This design comes from an exercise in tuning for small area, a short achievable clock period and few clock cycles per item on the open sky130 flow, not from production work. The RTL was checked by simulation tests, not by an equivalence proof against the original design. Power figures rest on the tool's default switching activity, not on a simulated workload.

==> job 342 <==
## axi_copy_master
module axi_copy_master
#(
    parameter int unsigned ADDR_WTH  = 32,
    parameter int unsigned DATA_WTH  = 256,
    parameter int unsigned ID_WIDTH  = 4,
    parameter int unsigned BUF_DEPTH = 16,
    parameter int unsigned AXI_ID    = 0
) (
    input  logic                  clk_i,
    input  logic                  rst_i,
    input  logic                  cmd_valid,
    output logic                  cmd_ready,
    input  logic [ADDR_WTH-1:0]   cmd_src,
    input  logic [ADDR_WTH-1:0]   cmd_dst,
    input  logic [7:0]            cmd_len,
    output logic                  done,
    output logic                  err,
    output logic [ADDR_WTH-1:0]   awaddr,
    output logic [1:0]            awburst,
    output logic [3:0]            awcache,
    output logic [7:0]            awlen,
    output logic [ID_WIDTH-1:0]   awid,
    output logic                  awlock,
    output logic [2:0]            awprot,
    output logic [3:0]            awqos,
    output logic [3:0]            awregion,
    output logic [2:0]            awsize,
    output logic                  awvalid,
    input  logic                  awready,
    output logic [DATA_WTH-1:0]   wdata,
    output logic                  wlast,
    output logic [DATA_WTH/8-1:0] wstrb,
    output logic                  wvalid,
    input  logic                  wready,
    input  logic [1:0]            bresp,
    input  logic [ID_WIDTH-1:0]   bid,
    input  logic                  bvalid,
    output logic                  bready,
    output logic [ADDR_WTH-1:0]   araddr,
    output logic [1:0]            arburst,
    output logic [3:0]            arcache,
    output logic [7:0]            arlen,
    output logic [ID_WIDTH-1:0]   arid,
    output logic                  arlock,
    output logic [2:0]            arprot,
    output logic [3:0]            arqos,
    output logic [3:0]            arregion,
    output logic [2:0]            arsize,
    output logic                  arvalid,
    input  logic                  arready,
    input  logic [DATA_WTH-1:0]   rdata,
    input  logic                  rlast,
    input  logic [1:0]            rresp,
    input  logic [ID_WIDTH-1:0]   rid,
    input  logic                  rvalid,
    output logic                  rready
);
export LEC_CHECK = 0
export CAP_MARGIN = 20
export CORE_MARGIN = 2
export CORE_UTILIZATION = 40
export SLEW_MARGIN = 20
create_clock -name core_clock -period 6.0 [get_ports {clk_i}]
run.sh (not shown) runs the stock make flow with config.mk's settings and CLKGATE_MAP_FILE= SYNTH_SCRIPT=/design/flow/synth_recipe.tcl, a recipe that flattens the netlist after the stock synthesis.
==> job 3004 (differences from job 342) <==
--- a/flow/design.v
+++ b/flow/design.v
@@ -102,153 +102,177 @@
     localparam int unsigned   c_beat_bytes = DATA_WTH / 8;
     localparam int unsigned   c_lsb        = $clog2(c_beat_bytes);       
     localparam int unsigned   c_ba_w       = ADDR_WTH - c_lsb;           
     localparam int unsigned   c_pg_w       = 12 - c_lsb;                 
     localparam int unsigned   c_len_w      = $clog2(BUF_DEPTH);          
     localparam int unsigned   c_slots      = BUF_DEPTH - 2;              
     localparam logic [2:0]    c_axsize     = axi_tb_pkg::axi_size_of(DATA_WTH);
     logic                  busy_q;         
+    logic                  idle_q;         
     logic [c_ba_w-1:0]     src_q, dst_q;   
     logic [c_len_w-1:0]    len_q;          
     logic                  arvalid_q, awvalid_q;
     logic                  err_q;
     logic                  hz_q;           
     logic                  wait_b_q;       
     logic                  w_unused;
     assign w_unused = ^{bid, rid};
     logic [c_pg_w:0]       w_s_end, w_d_end;
     logic                  w_reject;
     assign w_s_end  = {1'b0, cmd_src[11:c_lsb]} + {{(c_pg_w+1-c_len_w){1'b0}}, cmd_len[c_len_w-1:0]};
     assign w_d_end  = {1'b0, cmd_dst[11:c_lsb]} + {{(c_pg_w+1-c_len_w){1'b0}}, cmd_len[c_len_w-1:0]};
     assign w_reject = (cmd_len[7:c_len_w] != '0) | w_s_end[c_pg_w] | w_d_end[c_pg_w];
     logic w_accept;
-    assign w_accept = cmd_valid & ~busy_q;
+    assign w_accept = cmd_valid & idle_q;
     logic                  rready_q;
     logic [c_len_w-1:0]    rcnt_q;         
     logic                  rdone_q;        
+    logic                  rlast_q;        
     logic                  w_r_hs;
     logic                  w_r_last;
     assign w_r_hs   = rvalid & rready_q;
-    assign w_r_last = (rcnt_q == len_q);
+    assign w_r_last = rlast_q;
     logic [DATA_WTH-1:0]   slot_q [c_slots];
     logic [c_slots-1:0]    hp_q, tp_q;     
+    logic [c_slots-1:0]    we_q;           
     logic [c_len_w-1:0]    cnt_q;          
+    logic                  ring_ne_q;      
     logic [DATA_WTH-1:0]   out_q;
     logic                  oval_q;         
     logic                  wvalid_q;
     logic                  wlast_q;
     logic [c_len_w-1:0]    wcnt_q;         
     logic                  w_w_hs;
-    logic                  w_full;         
     logic                  w_ring_ne;      
     logic                  w_load;         
     logic                  w_pop, w_push;
     logic [DATA_WTH-1:0]   w_head;
     assign w_w_hs    = wvalid_q & wready;
-    assign w_full    = (cnt_q == c_len_w'(c_slots));
-    assign w_ring_ne = (cnt_q != '0);
+    assign w_ring_ne = ring_ne_q;
     assign w_load    = ~oval_q | w_w_hs;
     assign w_pop     = w_load & w_ring_ne;
     assign w_push    = w_r_hs & ~(w_load & ~w_ring_ne);
     always_comb begin
         w_head = '0;
         for (int i = 0; i < c_slots; i++) begin
             w_head = w_head | ({DATA_WTH{hp_q[i]}} & slot_q[i]);
         end
     end
     for (genvar g = 0; g < c_slots; g++) begin : g_slot
         always_ff @(posedge clk_i) begin
-            if (tp_q[g] & ~w_full) begin
+            if (we_q[g]) begin
                 slot_q[g] <= rdata;
             end
         end
     end
-    always_ff @(posedge clk_i) begin
-        if (w_load) begin
-            out_q <= w_ring_ne ? w_head : rdata;
-        end
+    logic [DATA_WTH-1:0] w_out_d;
+    logic w_sel_head, w_sel_rdata, w_sel_hold;
+    assign w_sel_head  = w_load & w_ring_ne;
+    assign w_sel_rdata = w_load & ~w_ring_ne;
+    assign w_sel_hold  = oval_q & ~w_w_hs;
+    assign w_out_d = ({DATA_WTH{w_sel_head}}  & w_head)
+                   | ({DATA_WTH{w_sel_rdata}} & rdata)
+                   | ({DATA_WTH{w_sel_hold}}  & out_q);
+    always_ff @(posedge clk_i) begin
+        out_q <= w_out_d;
     end
     logic [c_len_w-1:0]    cnt_d, rcnt_d, wcnt_d;
     logic                  oval_d, rdone_d, wvalid_d, awvalid_d, busy_d;
     logic                  w_all_in;
+    logic [c_slots-1:0]    tp_d;
     always_comb begin
         cnt_d = cnt_q;
         if (w_push & ~w_pop) cnt_d = cnt_q + 1'b1;
         if (~w_push & w_pop) cnt_d = cnt_q - 1'b1;
     end
+    assign tp_d      = w_push ? {tp_q[c_slots-2:0], tp_q[c_slots-1]} : tp_q;
     assign oval_d    = w_load ? (w_ring_ne | w_r_hs) : 1'b1;
     assign rcnt_d    = w_accept ? '0 : rcnt_q + c_len_w'(w_r_hs);
     assign rdone_d   = w_accept ? 1'b0 : (rdone_q | (w_r_hs & w_r_last));
     assign wcnt_d    = w_accept ? '0 : wcnt_q + c_len_w'(w_w_hs);
     assign awvalid_d = (w_accept & ~w_reject) | (awvalid_q & ~awready);
     assign busy_d    = (w_accept & ~w_reject) | (busy_q & ~(bvalid & wait_b_q));
-    assign w_all_in  = rdone_d | ((rcnt_d == len_q) & rvalid & ~rready_q);
-    assign wvalid_d  = busy_q & oval_d & ~awvalid_d & (~hz_q | w_all_in) & ~wait_b_q;
+    assign w_all_in  = rdone_q | (rvalid & w_r_last);
+    assign wvalid_d  = oval_d & ~(awvalid_q & ~awready) & (~hz_q | w_all_in) & ~wait_b_q;
     always_ff @(posedge clk_i or negedge rst_i) begin
         if (!rst_i) begin
             busy_q    <= 1'b0;
+            idle_q    <= 1'b1;
             arvalid_q <= 1'b0;
             awvalid_q <= 1'b0;
             err_q     <= 1'b0;
             wait_b_q  <= 1'b0;
             rready_q  <= 1'b0;
             rcnt_q    <= '0;
             rdone_q   <= 1'b0;
+            rlast_q   <= 1'b0;
             hp_q      <= c_slots'(1);
             tp_q      <= c_slots'(1);
+            we_q      <= c_slots'(1);
             cnt_q     <= '0;
+            ring_ne_q <= 1'b0;
             oval_q    <= 1'b0;
             wvalid_q  <= 1'b0;
             wcnt_q    <= '0;
         end else begin
             busy_q    <= busy_d;
+            idle_q    <= ~busy_d;
             arvalid_q <= (w_accept & ~w_reject) | (arvalid_q & ~arready);
             awvalid_q <= awvalid_d;
             if (w_accept) begin
                 err_q <= w_reject;
             end else begin
                 err_q <= err_q
                        | (w_r_hs & ((rresp != axi_tb_pkg::AXI_RESP_OKAY) | (rlast != w_r_last)))
                        | (bvalid & wait_b_q & (bresp != axi_tb_pkg::AXI_RESP_OKAY));
             end
-            wait_b_q  <= busy_q & ~(bvalid & wait_b_q) & (wait_b_q | (w_w_hs & wlast_q));
+            wait_b_q  <= ~(bvalid & wait_b_q) & (wait_b_q | (w_w_hs & wlast_q));
             rready_q  <= ~(oval_d & (cnt_d == c_len_w'(c_slots)));
             rcnt_q    <= rcnt_d;
             rdone_q   <= rdone_d;
+            rlast_q   <= (rcnt_d == (w_accept ? cmd_len[c_len_w-1:0] : len_q));
             if (w_pop)  hp_q <= {hp_q[c_slots-2:0], hp_q[c_slots-1]};
-            if (w_push) tp_q <= {tp_q[c_slots-2:0], tp_q[c_slots-1]};
+            tp_q      <= tp_d;
+            we_q      <= tp_d & {c_slots{cnt_d != c_len_w'(c_slots)}};
             cnt_q     <= cnt_d;
+            ring_ne_q <= (cnt_d != '0);
             oval_q    <= oval_d;
             wvalid_q  <= wvalid_d;
             wcnt_q    <= wcnt_d;
         end
     end
-    always_ff @(posedge clk_i) begin
-        if (w_accept) begin
-            src_q <= cmd_src[ADDR_WTH-1:c_lsb];
-            dst_q <= cmd_dst[ADDR_WTH-1:c_lsb];
-            len_q <= cmd_len[c_len_w-1:0];
-        end
-    end
-    logic [c_ba_w-1:0] w_diff;
-    assign w_diff = dst_q - src_q;
-    always_ff @(posedge clk_i) begin
-        hz_q    <= (w_diff[c_ba_w-1:c_len_w] == '0) & (w_diff[c_len_w-1:0] != '0)
-                 & (w_diff[c_len_w-1:0] <= len_q);
+    logic [2*c_ba_w+c_len_w-1:0] w_cmd_d, w_cmd_q;
+    assign w_cmd_q = {src_q, dst_q, len_q};
+    assign w_cmd_d = ({(2*c_ba_w+c_len_w){w_accept}}
+                      & {cmd_src[ADDR_WTH-1:c_lsb], cmd_dst[ADDR_WTH-1:c_lsb], cmd_len[c_len_w-1:0]})
+                   | ({(2*c_ba_w+c_len_w){~idle_q}} & w_cmd_q);
+    always_ff @(posedge clk_i) begin
+        {src_q, dst_q, len_q} <= w_cmd_d;
+    end
+    logic [c_pg_w:0] w_pdiff;
+    logic            w_hz;
+    assign w_pdiff = {1'b0, dst_q[c_pg_w-1:0]} - {1'b0, src_q[c_pg_w-1:0]};
+    assign w_hz    = (dst_q[c_ba_w-1:c_pg_w] == src_q[c_ba_w-1:c_pg_w])
+                   & (w_pdiff[c_pg_w:c_len_w] == '0) & (w_pdiff[c_len_w-1:0] != '0)
+                   & (w_pdiff[c_len_w-1:0] <= len_q);
+    always_ff @(posedge clk_i) begin
+        hz_q <= w_hz;
+    end
+    always_ff @(posedge clk_i) begin
         wlast_q <= (wcnt_d == (w_accept ? cmd_len[c_len_w-1:0] : len_q));
     end
-    logic rej_q;
+    logic done_q;
     always_ff @(posedge clk_i or negedge rst_i) begin
-        if (!rst_i) rej_q <= 1'b0;
-        else        rej_q <= w_accept & w_reject;
+        if (!rst_i) done_q <= 1'b0;
+        else        done_q <= (w_accept & w_reject) | (bvalid & wait_b_q);
     end
     assign cmd_ready = ~busy_q;
-    assign done      = rej_q | (bvalid & wait_b_q);
-    assign err       = err_q | (wait_b_q & (bresp != axi_tb_pkg::AXI_RESP_OKAY));
+    assign done      = done_q;
+    assign err       = err_q;
     assign bready    = 1'b1;
     assign rready    = rready_q;
     assign araddr   = {src_q, {c_lsb{1'b0}}};
     assign arlen    = 8'(len_q);
     assign arsize   = c_axsize;
     assign arburst  = axi_tb_pkg::AXI_BURST_INCR;
     assign arid     = ID_WIDTH'(AXI_ID);
     assign arcache  = 4'd0;
==> flow/flow/run.sh (new file) <==
#!/bin/bash
set -euo pipefail
export BUFFER_PORTS_ARGS="-buffer_cell sky130_fd_sc_hd__buf_2"
bash standard.sh > standard.log 2>&1
==> flow/standard.sh (new file) <==
#!/bin/bash
# synth_recipe.tcl (not shown) runs the flow's synth.tcl, then flattens the netlist and writes it again
# the make line also repeats each setting of config.mk as NAME=value (left out here)
make -C /OpenROAD-flow-scripts/flow DESIGN_CONFIG=/design/flow/config.mk WORK_HOME=/design/flow/orfs CLKGATE_MAP_FILE= SYNTH_SCRIPT=/design/flow/synth_recipe.tcl "${@:-finish}"
- ABC_CLOCK_PERIOD_IN_PS: not set -> 2500
- CORE_UTILIZATION: 40 -> 55
- CTS_CLUSTER_DIAMETER: not set -> 100
- CTS_CLUSTER_SIZE: not set -> 30
- SETUP_SLACK_MARGIN: not set -> 4.0
- SLEW_MARGIN: 20 -> 40
removed: flow/run.sh
==> job 4314 (differences from job 342) <==
--- a/flow/design.v
+++ b/flow/design.v
@@ -116,70 +116,77 @@
     logic                  w_unused;
     assign w_unused = ^{bid, rid};
     logic [c_pg_w:0]       w_s_end, w_d_end;
     logic                  w_reject;
     assign w_s_end  = {1'b0, cmd_src[11:c_lsb]} + {{(c_pg_w+1-c_len_w){1'b0}}, cmd_len[c_len_w-1:0]};
     assign w_d_end  = {1'b0, cmd_dst[11:c_lsb]} + {{(c_pg_w+1-c_len_w){1'b0}}, cmd_len[c_len_w-1:0]};
     assign w_reject = (cmd_len[7:c_len_w] != '0) | w_s_end[c_pg_w] | w_d_end[c_pg_w];
     logic w_accept;
-    assign w_accept = cmd_valid & ~busy_q;
+    assign w_accept = cmd_valid & ready_q;
     logic                  rready_q;
     logic [c_len_w-1:0]    rcnt_q;         
     logic                  rdone_q;        
     logic                  w_r_hs;
     logic                  w_r_last;
     assign w_r_hs   = rvalid & rready_q;
     assign w_r_last = (rcnt_q == len_q);
     logic [DATA_WTH-1:0]   slot_q [c_slots];
     logic [c_slots-1:0]    hp_q, tp_q;     
+    logic [c_slots-1:0]    we_q;           
     logic [c_len_w-1:0]    cnt_q;          
     logic [DATA_WTH-1:0]   out_q;
     logic                  oval_q;         
     logic                  wvalid_q;
     logic                  wlast_q;
     logic [c_len_w-1:0]    wcnt_q;         
     logic                  w_w_hs;
-    logic                  w_full;         
     logic                  w_ring_ne;      
     logic                  w_load;         
     logic                  w_pop, w_push;
     logic [DATA_WTH-1:0]   w_head;
     assign w_w_hs    = wvalid_q & wready;
-    assign w_full    = (cnt_q == c_len_w'(c_slots));
     assign w_ring_ne = (cnt_q != '0);
     assign w_load    = ~oval_q | w_w_hs;
     assign w_pop     = w_load & w_ring_ne;
     assign w_push    = w_r_hs & ~(w_load & ~w_ring_ne);
     always_comb begin
         w_head = '0;
         for (int i = 0; i < c_slots; i++) begin
             w_head = w_head | ({DATA_WTH{hp_q[i]}} & slot_q[i]);
         end
     end
     for (genvar g = 0; g < c_slots; g++) begin : g_slot
         always_ff @(posedge clk_i) begin
-            if (tp_q[g] & ~w_full) begin
+            if (we_q[g]) begin
                 slot_q[g] <= rdata;
             end
         end
     end
-    always_ff @(posedge clk_i) begin
-        if (w_load) begin
-            out_q <= w_ring_ne ? w_head : rdata;
-        end
+    logic [DATA_WTH-1:0] w_out_d;
+    logic w_sel_head, w_sel_rdata, w_sel_hold;
+    assign w_sel_head  = w_load & w_ring_ne;
+    assign w_sel_rdata = w_load & ~w_ring_ne;
+    assign w_sel_hold  = oval_q & ~w_w_hs;
+    assign w_out_d = ({DATA_WTH{w_sel_head}}  & w_head)
+                   | ({DATA_WTH{w_sel_rdata}} & rdata)
+                   | ({DATA_WTH{w_sel_hold}}  & out_q);
+    always_ff @(posedge clk_i) begin
+        out_q <= w_out_d;
     end
     logic [c_len_w-1:0]    cnt_d, rcnt_d, wcnt_d;
     logic                  oval_d, rdone_d, wvalid_d, awvalid_d, busy_d;
     logic                  w_all_in;
+    logic [c_slots-1:0]    tp_d;
     always_comb begin
         cnt_d = cnt_q;
         if (w_push & ~w_pop) cnt_d = cnt_q + 1'b1;
         if (~w_push & w_pop) cnt_d = cnt_q - 1'b1;
     end
+    assign tp_d      = w_push ? {tp_q[c_slots-2:0], tp_q[c_slots-1]} : tp_q;
     assign oval_d    = w_load ? (w_ring_ne | w_r_hs) : 1'b1;
     assign rcnt_d    = w_accept ? '0 : rcnt_q + c_len_w'(w_r_hs);
     assign rdone_d   = w_accept ? 1'b0 : (rdone_q | (w_r_hs & w_r_last));
     assign wcnt_d    = w_accept ? '0 : wcnt_q + c_len_w'(w_w_hs);
     assign awvalid_d = (w_accept & ~w_reject) | (awvalid_q & ~awready);
     assign busy_d    = (w_accept & ~w_reject) | (busy_q & ~(bvalid & wait_b_q));
     assign w_all_in  = rdone_d | ((rcnt_d == len_q) & rvalid & ~rready_q);
     assign wvalid_d  = busy_q & oval_d & ~awvalid_d & (~hz_q | w_all_in) & ~wait_b_q;
@@ -190,16 +197,17 @@
             awvalid_q <= 1'b0;
             err_q     <= 1'b0;
             wait_b_q  <= 1'b0;
             rready_q  <= 1'b0;
             rcnt_q    <= '0;
             rdone_q   <= 1'b0;
             hp_q      <= c_slots'(1);
             tp_q      <= c_slots'(1);
+            we_q      <= c_slots'(1);
             cnt_q     <= '0;
             oval_q    <= 1'b0;
             wvalid_q  <= 1'b0;
             wcnt_q    <= '0;
         end else begin
             busy_q    <= busy_d;
             arvalid_q <= (w_accept & ~w_reject) | (arvalid_q & ~arready);
             awvalid_q <= awvalid_d;
@@ -210,45 +218,56 @@
                        | (w_r_hs & ((rresp != axi_tb_pkg::AXI_RESP_OKAY) | (rlast != w_r_last)))
                        | (bvalid & wait_b_q & (bresp != axi_tb_pkg::AXI_RESP_OKAY));
             end
             wait_b_q  <= busy_q & ~(bvalid & wait_b_q) & (wait_b_q | (w_w_hs & wlast_q));
             rready_q  <= ~(oval_d & (cnt_d == c_len_w'(c_slots)));
             rcnt_q    <= rcnt_d;
             rdone_q   <= rdone_d;
             if (w_pop)  hp_q <= {hp_q[c_slots-2:0], hp_q[c_slots-1]};
-            if (w_push) tp_q <= {tp_q[c_slots-2:0], tp_q[c_slots-1]};
+            tp_q      <= tp_d;
+            we_q      <= tp_d & {c_slots{cnt_d != c_len_w'(c_slots)}};
             cnt_q     <= cnt_d;
             oval_q    <= oval_d;
             wvalid_q  <= wvalid_d;
             wcnt_q    <= wcnt_d;
         end
     end
     always_ff @(posedge clk_i) begin
         if (w_accept) begin
             src_q <= cmd_src[ADDR_WTH-1:c_lsb];
             dst_q <= cmd_dst[ADDR_WTH-1:c_lsb];
             len_q <= cmd_len[c_len_w-1:0];
         end
     end
-    logic [c_ba_w-1:0] w_diff;
-    assign w_diff = dst_q - src_q;
-    always_ff @(posedge clk_i) begin
-        hz_q    <= (w_diff[c_ba_w-1:c_len_w] == '0) & (w_diff[c_len_w-1:0] != '0)
-                 & (w_diff[c_len_w-1:0] <= len_q);
+    logic [c_pg_w:0] w_pdiff;
+    logic            w_hz;
+    assign w_pdiff = {1'b0, cmd_dst[11:c_lsb]} - {1'b0, cmd_src[11:c_lsb]};
+    assign w_hz    = (cmd_dst[ADDR_WTH-1:12] == cmd_src[ADDR_WTH-1:12])
+                   & (w_pdiff[c_pg_w:c_len_w] == '0) & (w_pdiff[c_len_w-1:0] != '0)
+                   & (w_pdiff[c_len_w-1:0] <= cmd_len[c_len_w-1:0]);
+    always_ff @(posedge clk_i) begin
+        if (w_accept) hz_q <= w_hz;
+    end
+    always_ff @(posedge clk_i) begin
         wlast_q <= (wcnt_d == (w_accept ? cmd_len[c_len_w-1:0] : len_q));
     end
-    logic rej_q;
+    logic done_q, ready_q;
     always_ff @(posedge clk_i or negedge rst_i) begin
-        if (!rst_i) rej_q <= 1'b0;
-        else        rej_q <= w_accept & w_reject;
-    end
-    assign cmd_ready = ~busy_q;
-    assign done      = rej_q | (bvalid & wait_b_q);
-    assign err       = err_q | (wait_b_q & (bresp != axi_tb_pkg::AXI_RESP_OKAY));
+        if (!rst_i) begin
+            done_q  <= 1'b0;
+            ready_q <= 1'b1;
+        end else begin
+            done_q  <= (w_accept & w_reject) | (bvalid & wait_b_q);
+            ready_q <= ~busy_d;
+        end
+    end
+    assign cmd_ready = ready_q;
+    assign done      = done_q;
+    assign err       = err_q;
     assign bready    = 1'b1;
     assign rready    = rready_q;
     assign araddr   = {src_q, {c_lsb{1'b0}}};
     assign arlen    = 8'(len_q);
     assign arsize   = c_axsize;
     assign arburst  = axi_tb_pkg::AXI_BURST_INCR;
     assign arid     = ID_WIDTH'(AXI_ID);
     assign arcache  = 4'd0;
==> flow/flow/run.sh (new file) <==
#!/bin/bash
set -euo pipefail
export BUFFER_PORTS_ARGS="-buffer_cell sky130_fd_sc_hd__buf_2"
bash standard.sh > standard.log 2>&1
==> flow/standard.sh (new file) <==
#!/bin/bash
# synth_recipe.tcl (not shown) runs the flow's synth.tcl, then flattens the netlist and writes it again
# the make line also repeats each setting of config.mk as NAME=value (left out here)
make -C /OpenROAD-flow-scripts/flow DESIGN_CONFIG=/design/flow/config.mk WORK_HOME=/design/flow/orfs CLKGATE_MAP_FILE= SYNTH_SCRIPT=/design/flow/synth_recipe.tcl "${@:-finish}"
- ABC_CLOCK_PERIOD_IN_PS: not set -> 2500
- CORE_UTILIZATION: 40 -> 55
- CTS_CLUSTER_DIAMETER: not set -> 100
- CTS_CLUSTER_SIZE: not set -> 30
- SETUP_SLACK_MARGIN: not set -> 3.3
- SLEW_MARGIN: 20 -> 40
removed: flow/run.sh
==> results.txt <==
Mean post-synth cell area: job 342 19.1 um2; job 3004 17.7 um2; job 4314 18.0 um2
Clock Pin Slew Worst Setup and Hold Paths: job 342 0.06 ns; job 3004 0.12 ns; job 4314 0.11 ns
Post-detailed-route via-to-cell ratio: job 342 6.00; job 3004 7.03; job 4314 6.71
Layout sequential cell count: job 342 3950; job 3004 3967; job 4314 3965
Final nets: job 342 8658; job 3004 9356; job 4314 8778
Sequential cell power: job 342 31400 uW; job 3004 31000 uW; job 4314 31900 uW
Overall track demand over capacity in global routing: job 342 22.4%; job 3004 35.8%; job 4314 29.6%
Die height: job 342 602 um; job 3004 514 um; job 4314 513 um
Post-route setup slack: job 342 2.31 ns; job 3004 3.38 ns; job 4314 3.28 ns
Status: job 342 finished clean; job 3004 finished clean; job 4314 finished clean
Pin count of the biggest net entering global routing: job 342 146; job 3004 99; job 4314 147
Cells after synthesis: job 342 7505; job 3004 8084; job 4314 7942
Met2 layer wire length in the routed design: job 342 200 mm; job 3004 236 mm; job 4314 195 mm
Power in combinational cells: job 342 4180 uW; job 3004 6730 uW; job 4314 5220 uW
Count of buffer and inverter cells on the critical path: job 342 2; job 3004 1; job 4314 1
Worst slew slack as a fraction of its limit: job 342 25.7%; job 3004 34.6%; job 4314 40.5%
Met2 Usage GRT: job 342 36.4%; job 3004 56.8%; job 4314 48.2%
Global placement routability congestion: job 342 0.823; job 3004 0.865; job 4314 0.774
Sum of met3 wire segment lengths after detailed routing: job 342 41.1 mm; job 3004 64.0 mm; job 4314 35.7 mm
Switching part of the total: job 342 22.6%; job 3004 24.9%; job 4314 24.4%
Number of antenna violations at the first check in global routing: job 342 97; job 3004 131; job 4314 112
Post-place instance area: job 342 156000 um2; job 3004 150000 um2; job 4314 150000 um2
Seq cells post-synth: job 342 3950; job 3004 3967; job 4314 3965
Full die area: job 342 362000 um2; job 3004 264000 um2; job 4314 264000 um2
Register fraction of the total cell area: job 342 70.2%; job 3004 68.4%; job 4314 74.8%
Mux share of post-synthesis cell area: job 342 0.242%; job 3004 0.228%; job 4314 0.246%
Testbench counts of job 342, summed over its fixed seeds: cycles 8,617, items 512.
Testbench counts of job 3004, summed over its fixed seeds: cycles 8,625, items 512.
Testbench counts of job 4314, summed over its fixed seeds: cycles 8,625, items 512.

[afterwards: timing with drivers on the ports]
The results above use ideal ports. As a check the final layouts listed here were re-extracted and re-timed, cells and wires unchanged.
Step 1, drivers: a clkbuf_16 drives clk_i and a buf_2 each remaining input, both assumed.
Step 2, shift: input delay + t, output delay - t, t = (earliest + latest rising clock arrival at the registers) / 2. This alone moves slack from input paths to output paths.
a / b / c = no drivers / after step 1 / after step 2; a / b = the first two.
| run | t, ns | setup slack, ns | clock arrival spread, ns | worst slew at a driven data input, ns |
|---|---|---|---|---|
| job 342 | 1.055 | 2.306 / 2.275 / 2.142 | 0.098 / 0.098 | 0.22 |
| job 3004 | 0.968 | 3.378 / 3.268 / 3.143 | 0.040 / 0.040 | 0.23 |
| job 4314 | 0.964 | 3.282 / 3.185 / 2.378 | 0.047 / 0.047 | 0.22 |
After both steps every run listed still meets setup and hold. The setup slack of job 4314, which loses most, moves by -0.097 ns with the drivers and by -0.904 ns with both steps.
